Context: an optimization exercise on an open-source flow, tuned for small area. The choices shown serve that exercise and are no tape-out recipe.
In this exercise RTL edits were held to simulation tests only and were not proved equivalent to the original.
Power and IR drop assume default switching activity.

## decode_regfile
module decode_regfile #(
  parameter int PEND_DEPTH = 4
) (
  input  logic        clk,
  input  logic        rst,
  input  logic [31:0] instr,
  input  logic        instr_valid,
  output logic        instr_ready,
  output logic        r_i_s_instr_types,
  output logic [2:0]  funct3,
  output logic [31:0] a_out,
  output logic [31:0] b_out,
  output logic        out_valid,
  input  logic [31:0] wb_data,
  input  logic        wb_valid,
  output logic        illegal_instr,
  output logic        wb_underflow,
  input  logic [4:0]  dbg_addr,
  output logic [31:0] dbg_data
);
export LEC_CHECK = 0
export CAP_MARGIN = 20
export CELL_PAD_IN_SITES_DETAIL_PLACEMENT = 1
export CELL_PAD_IN_SITES_GLOBAL_PLACEMENT = 1
export CORE_MARGIN = 2
export CORE_UTILIZATION = 45
export PLACE_DENSITY = 0.55
export SETUP_SLACK_MARGIN = 0.8
export SLEW_MARGIN = 20
export SYNTH_HIERARCHICAL = 1
create_clock -name core_clock -period 6.5 [get_ports {clk}]
standard.sh (not shown) runs the stock make flow with config.mk's settings and CLKGATE_MAP_FILE= SYNTH_SCRIPT=/design/flow/synth_recipe.tcl, a recipe that flattens the netlist after the stock synthesis.
==> flow/flow/run.sh <==
#!/bin/bash
# The standard layout (standard.sh) in two calls:
#  1. the standard synthesis, unchanged;
#  2. the rest of the ORFS flow with three knobs changed: port buffers use the smallest
#     buffer cell; clock tree synthesis uses clkbuf_16 with up to 22 sinks per leaf buffer
#     (90 um cluster diameter) and inserts no dummy loads; and the resizer may not use the strongest (_4 and up, except
#     buf_4) logic and buffer cells, on top of the platform's own don't-use list.
# make's full output goes to synth.log and layout.log here; ORFS keeps each step's log
# under orfs/logs/.
set -euo pipefail
PLATFORM_DONT_USE="sky130_fd_sc_hd__probe_p_8 sky130_fd_sc_hd__probec_p_8 sky130_fd_sc_hd__lpflow_bleeder_1 sky130_fd_sc_hd__lpflow_clkbufkapwr_1 sky130_fd_sc_hd__lpflow_clkbufkapwr_16 sky130_fd_sc_hd__lpflow_clkbufkapwr_2 sky130_fd_sc_hd__lpflow_clkbufkapwr_4 sky130_fd_sc_hd__lpflow_clkbufkapwr_8 sky130_fd_sc_hd__lpflow_clkinvkapwr_1 sky130_fd_sc_hd__lpflow_clkinvkapwr_16 sky130_fd_sc_hd__lpflow_clkinvkapwr_2 sky130_fd_sc_hd__lpflow_clkinvkapwr_4 sky130_fd_sc_hd__lpflow_clkinvkapwr_8 sky130_fd_sc_hd__lpflow_decapkapwr_12 sky130_fd_sc_hd__lpflow_decapkapwr_3 sky130_fd_sc_hd__lpflow_decapkapwr_4 sky130_fd_sc_hd__lpflow_decapkapwr_6 sky130_fd_sc_hd__lpflow_decapkapwr_8 sky130_fd_sc_hd__lpflow_inputiso0n_1 sky130_fd_sc_hd__lpflow_inputiso0p_1 sky130_fd_sc_hd__lpflow_inputiso1n_1 sky130_fd_sc_hd__lpflow_inputiso1p_1 sky130_fd_sc_hd__lpflow_inputisolatch_1 sky130_fd_sc_hd__lpflow_isobufsrc_1 sky130_fd_sc_hd__lpflow_isobufsrc_16 sky130_fd_sc_hd__lpflow_isobufsrc_2 sky130_fd_sc_hd__lpflow_isobufsrc_4 sky130_fd_sc_hd__lpflow_isobufsrc_8 sky130_fd_sc_hd__lpflow_isobufsrckapwr_16 sky130_fd_sc_hd__lpflow_lsbuf_lh_hl_isowell_tap_1 sky130_fd_sc_hd__lpflow_lsbuf_lh_hl_isowell_tap_2 sky130_fd_sc_hd__lpflow_lsbuf_lh_hl_isowell_tap_4 sky130_fd_sc_hd__lpflow_lsbuf_lh_isowell_4 sky130_fd_sc_hd__lpflow_lsbuf_lh_isowell_tap_1 sky130_fd_sc_hd__lpflow_lsbuf_lh_isowell_tap_2 sky130_fd_sc_hd__lpflow_lsbuf_lh_isowell_tap_4"
EXTRA_DONT_USE="sky130_fd_sc_hd__a2111o_4 sky130_fd_sc_hd__a2111oi_4 sky130_fd_sc_hd__a211o_4 sky130_fd_sc_hd__a211oi_4 sky130_fd_sc_hd__a21bo_4 sky130_fd_sc_hd__a21boi_4 sky130_fd_sc_hd__a21o_4 sky130_fd_sc_hd__a21oi_4 sky130_fd_sc_hd__a221o_4 sky130_fd_sc_hd__a221oi_4 sky130_fd_sc_hd__a22o_4 sky130_fd_sc_hd__a22oi_4 sky130_fd_sc_hd__a2bb2o_4 sky130_fd_sc_hd__a2bb2oi_4 sky130_fd_sc_hd__a311o_4 sky130_fd_sc_hd__a311oi_4 sky130_fd_sc_hd__a31o_4 sky130_fd_sc_hd__a31oi_4 sky130_fd_sc_hd__a32o_4 sky130_fd_sc_hd__a32oi_4 sky130_fd_sc_hd__a41o_4 sky130_fd_sc_hd__a41oi_4 sky130_fd_sc_hd__and2_4 sky130_fd_sc_hd__and2b_4 sky130_fd_sc_hd__and3_4 sky130_fd_sc_hd__and3b_4 sky130_fd_sc_hd__and4_4 sky130_fd_sc_hd__and4b_4 sky130_fd_sc_hd__and4bb_4 sky130_fd_sc_hd__buf_12 sky130_fd_sc_hd__buf_16 sky130_fd_sc_hd__buf_6 sky130_fd_sc_hd__buf_8 sky130_fd_sc_hd__bufbuf_16 sky130_fd_sc_hd__bufbuf_8 sky130_fd_sc_hd__bufinv_16 sky130_fd_sc_hd__bufinv_8 sky130_fd_sc_hd__dfstp_4 sky130_fd_sc_hd__dlclkp_4 sky130_fd_sc_hd__dlrtn_4 sky130_fd_sc_hd__dlrtp_4 sky130_fd_sc_hd__dlxtn_4 sky130_fd_sc_hd__ebufn_4 sky130_fd_sc_hd__ebufn_8 sky130_fd_sc_hd__einvn_4 sky130_fd_sc_hd__einvn_8 sky130_fd_sc_hd__einvp_4 sky130_fd_sc_hd__einvp_8 sky130_fd_sc_hd__fa_4 sky130_fd_sc_hd__ha_4 sky130_fd_sc_hd__inv_12 sky130_fd_sc_hd__inv_16 sky130_fd_sc_hd__inv_4 sky130_fd_sc_hd__inv_6 sky130_fd_sc_hd__inv_8 sky130_fd_sc_hd__maj3_4 sky130_fd_sc_hd__mux2_4 sky130_fd_sc_hd__mux2_8 sky130_fd_sc_hd__mux2i_4 sky130_fd_sc_hd__mux4_4 sky130_fd_sc_hd__nand2_4 sky130_fd_sc_hd__nand2_8 sky130_fd_sc_hd__nand2b_4 sky130_fd_sc_hd__nand3_4 sky130_fd_sc_hd__nand3b_4 sky130_fd_sc_hd__nand4_4 sky130_fd_sc_hd__nand4b_4 sky130_fd_sc_hd__nand4bb_4 sky130_fd_sc_hd__nor2_4 sky130_fd_sc_hd__nor2_8 sky130_fd_sc_hd__nor2b_4 sky130_fd_sc_hd__nor3_4 sky130_fd_sc_hd__nor3b_4 sky130_fd_sc_hd__nor4_4 sky130_fd_sc_hd__nor4b_4 sky130_fd_sc_hd__nor4bb_4 sky130_fd_sc_hd__o2111a_4 sky130_fd_sc_hd__o2111ai_4 sky130_fd_sc_hd__o211a_4 sky130_fd_sc_hd__o211ai_4 sky130_fd_sc_hd__o21a_4 sky130_fd_sc_hd__o21ai_4 sky130_fd_sc_hd__o21ba_4 sky130_fd_sc_hd__o21bai_4 sky130_fd_sc_hd__o221a_4 sky130_fd_sc_hd__o221ai_4 sky130_fd_sc_hd__o22a_4 sky130_fd_sc_hd__o22ai_4 sky130_fd_sc_hd__o2bb2a_4 sky130_fd_sc_hd__o2bb2ai_4 sky130_fd_sc_hd__o311a_4 sky130_fd_sc_hd__o311ai_4 sky130_fd_sc_hd__o31a_4 sky130_fd_sc_hd__o31ai_4 sky130_fd_sc_hd__o32a_4 sky130_fd_sc_hd__o32ai_4 sky130_fd_sc_hd__o41a_4 sky130_fd_sc_hd__o41ai_4 sky130_fd_sc_hd__or2_4 sky130_fd_sc_hd__or2b_4 sky130_fd_sc_hd__or3_4 sky130_fd_sc_hd__or3b_4 sky130_fd_sc_hd__or4_4 sky130_fd_sc_hd__or4b_4 sky130_fd_sc_hd__or4bb_4 sky130_fd_sc_hd__sdfstp_4 sky130_fd_sc_hd__sdlclkp_4 sky130_fd_sc_hd__xnor2_4 sky130_fd_sc_hd__xnor3_4 sky130_fd_sc_hd__xor2_4 sky130_fd_sc_hd__xor3_4 "
bash standard.sh synth > synth.log 2>&1
bash standard.sh \
  'BUFFER_PORTS_ARGS=-buffer_cell sky130_fd_sc_hd__buf_1' \
  'CTS_ARGS=-sink_clustering_enable -repair_clock_nets -dont_use_dummy_load -sink_clustering_size 22 -sink_clustering_max_diameter 90 -buf_list sky130_fd_sc_hd__clkbuf_16' \
  "DONT_USE_CELLS=$PLATFORM_DONT_USE $EXTRA_DONT_USE" \
  finish > layout.log 2>&1
The starting point finished clean.
Change:
--- a/flow/design.v
+++ b/flow/design.v
@@ -76,48 +76,39 @@
     end
     for (int k = 0; k < 4; k++) begin
       l1[k] = en_a && rs1[1:0] == 2'(k);
       l2[k] = en_b && rs2[1:0] == 2'(k);
       ld[k] = dbg_addr[1:0] == 2'(k);
       lw[k] = pop && wrow[1:0] == 2'(k);
     end
   end
-  logic [31:1] s1_n, s2_n, sd_n, wn0, we0;
   for (genvar i = 1; i < 32; i++) begin : g_sel
-    drf_nand3 u_s1n (.a(h1[i/4]), .b(l1[i%4]), .c(rv[i]), .y(s1_n[i]));
-    drf_inv   u_s1  (.a(s1_n[i]), .y(s1[i]));
-    drf_nand3 u_s2n (.a(h2[i/4]), .b(l2[i%4]), .c(rv[i]), .y(s2_n[i]));
-    drf_inv   u_s2  (.a(s2_n[i]), .y(s2[i]));
-    drf_nand3 u_sdn (.a(hd[i/4]), .b(ld[i%4]), .c(rv[i]), .y(sd_n[i]));
-    drf_inv   u_sd  (.a(sd_n[i]), .y(sd[i]));
-    drf_nand2 u_wn0 (.a(hw[i/4]), .b(lw[i%4]), .y(wn0[i]));
-    drf_inv   u_we  (.a(wn0[i]), .y(we[i]));
-    drf_inv   u_wn  (.a(we[i]), .y(we_n[i]));
+    drf_and3  u_s1 (.a(h1[i/4]), .b(l1[i%4]), .c(rv[i]), .y(s1[i]));
+    drf_and3  u_s2 (.a(h2[i/4]), .b(l2[i%4]), .c(rv[i]), .y(s2[i]));
+    drf_and3  u_sd (.a(hd[i/4]), .b(ld[i%4]), .c(rv[i]), .y(sd[i]));
+    drf_nand2 u_wn (.a(hw[i/4]), .b(lw[i%4]), .y(we_n[i]));
+    drf_inv   u_we (.a(we_n[i]), .y(we[i]));
   end
   logic [31:0] rvx;
   logic [7:0]  gd;
   assign rvx = {rv, 1'b0};
   always_comb begin
     for (int k = 0; k < 8; k++)
       gd[k] = |(ld & rvx[4*k +: 4]);
   end
   assign pa = ph && (|s1);
   assign pb = ph && (|s2);
   assign pd = ph && (|(hd & gd));
   always_comb begin
     if (instr[2])         imm = {instr[31:12], 12'd0};
     else if (!instr[4])   imm = {{20{instr[31]}}, instr[31:25], instr[11:7]};
     else                  imm = {{20{instr[31]}}, instr[31:20]};
   end
-  logic [31:0] wcol_n;
-  for (genvar j = 0; j < 32; j++) begin : g_wcol
-    drf_xnor2 u_x (.a(wb_data[j]), .b(ph), .y(wcol_n[j]));
-    drf_inv   u_i (.a(wcol_n[j]), .y(wcol[j]));
-  end
+  assign wcol = wb_data ^ {32{ph}};
   for (genvar i = 1; i < 32; i++) begin : g_row
     for (genvar j = 0; j < 32; j++) begin : g_bit
       drf_o22ai u_w (.a1(rf[i][j]), .a2(we[i]), .b1(we_n[i]), .b2(wcol[j]), .y(rf_d[i][j]));
     end
   end
   for (genvar j = 0; j < 32; j++) begin : g_col
     logic [31:0] ia, ib, da, db;
     logic [31:1] id, dd;
@@ -189,33 +180,33 @@
   end
 endmodule
 module drf_o22ai (input logic a1, a2, b1, b2, output logic y);
   assign y = ~((a1 | a2) & (b1 | b2));
 endmodule
 module drf_a222oi (input logic a1, a2, b1, b2, c1, c2, output logic y);
   assign y = ~((a1 & a2) | (b1 & b2) | (c1 & c2));
 endmodule
+module drf_and3 (input logic a, b, c, output logic y);
+  assign y = a & b & c;
+endmodule
 module drf_inv (input logic a, output logic y);
   assign y = ~a;
 endmodule
 module drf_nand2 (input logic a, b, output logic y);
   assign y = ~(a & b);
 endmodule
 module drf_nand3 (input logic a, b, c, output logic y);
   assign y = ~(a & b & c);
 endmodule
 module drf_nand4 (input logic a, b, c, d, output logic y);
   assign y = ~(a & b & c & d);
 endmodule
 module drf_or3 (input logic a, b, c, output logic y);
   assign y = a | b | c;
-endmodule
-module drf_xnor2 (input logic a, b, output logic y);
-  assign y = ~(a ^ b);
 endmodule
 module drf_xor2 (input logic a, b, output logic y);
   assign y = a ^ b;
 endmodule
 module drf_rd32 (
   input  logic [31:0] s, d,
   input  logic        x, xs, p,
   output logic        y
After rerunning: The new run completed with no timing, DRC or antenna violations; register-to-register slack degrades by 0.21 ns; clock power hardly moves; final cell count came out lower by 0.59%; routed wire length is higher by 3.7%; worst setup slack gets worse by 0.069 ns; via count rose by 1.4%; final area rose by 1.1%; area after synthesis came out lower by 0.94%; total power went up by 0.84%; hold slack degrades by 0.0040 ns; core utilization is higher by 0.77 points.

[static timing again, ports no longer ideal]
The flow's constraints put no driver on any port. The routed layouts listed below were extracted and timed again, unchanged, in two steps. Step 1 sets driving cells, clkbuf_16 on the clock port and buf_2 on the other inputs (assumed; they add their load-dependent delay and slew). Step 2, shift: input delay + t, output delay - t, t = (earliest + latest rising clock arrival at the registers) / 2. This alone moves slack from input paths to output paths. a / b / c = ideal ports / drivers / drivers and shift; a / b = the first two.
run	t (ns)	setup slack, ns	worst data-port slew with drivers (ns)	cell pins on the clock port's net
the first run	0.803	0.707 / 0.583 / 0.297	0.15	1
the second run	0.795	0.638 / 0.532 / 0.249	0.15	1
After both steps every run listed still meets setup and hold. The setup slack of the first run, which loses most, moves by -0.124 ns with the drivers and by -0.410 ns with both steps.
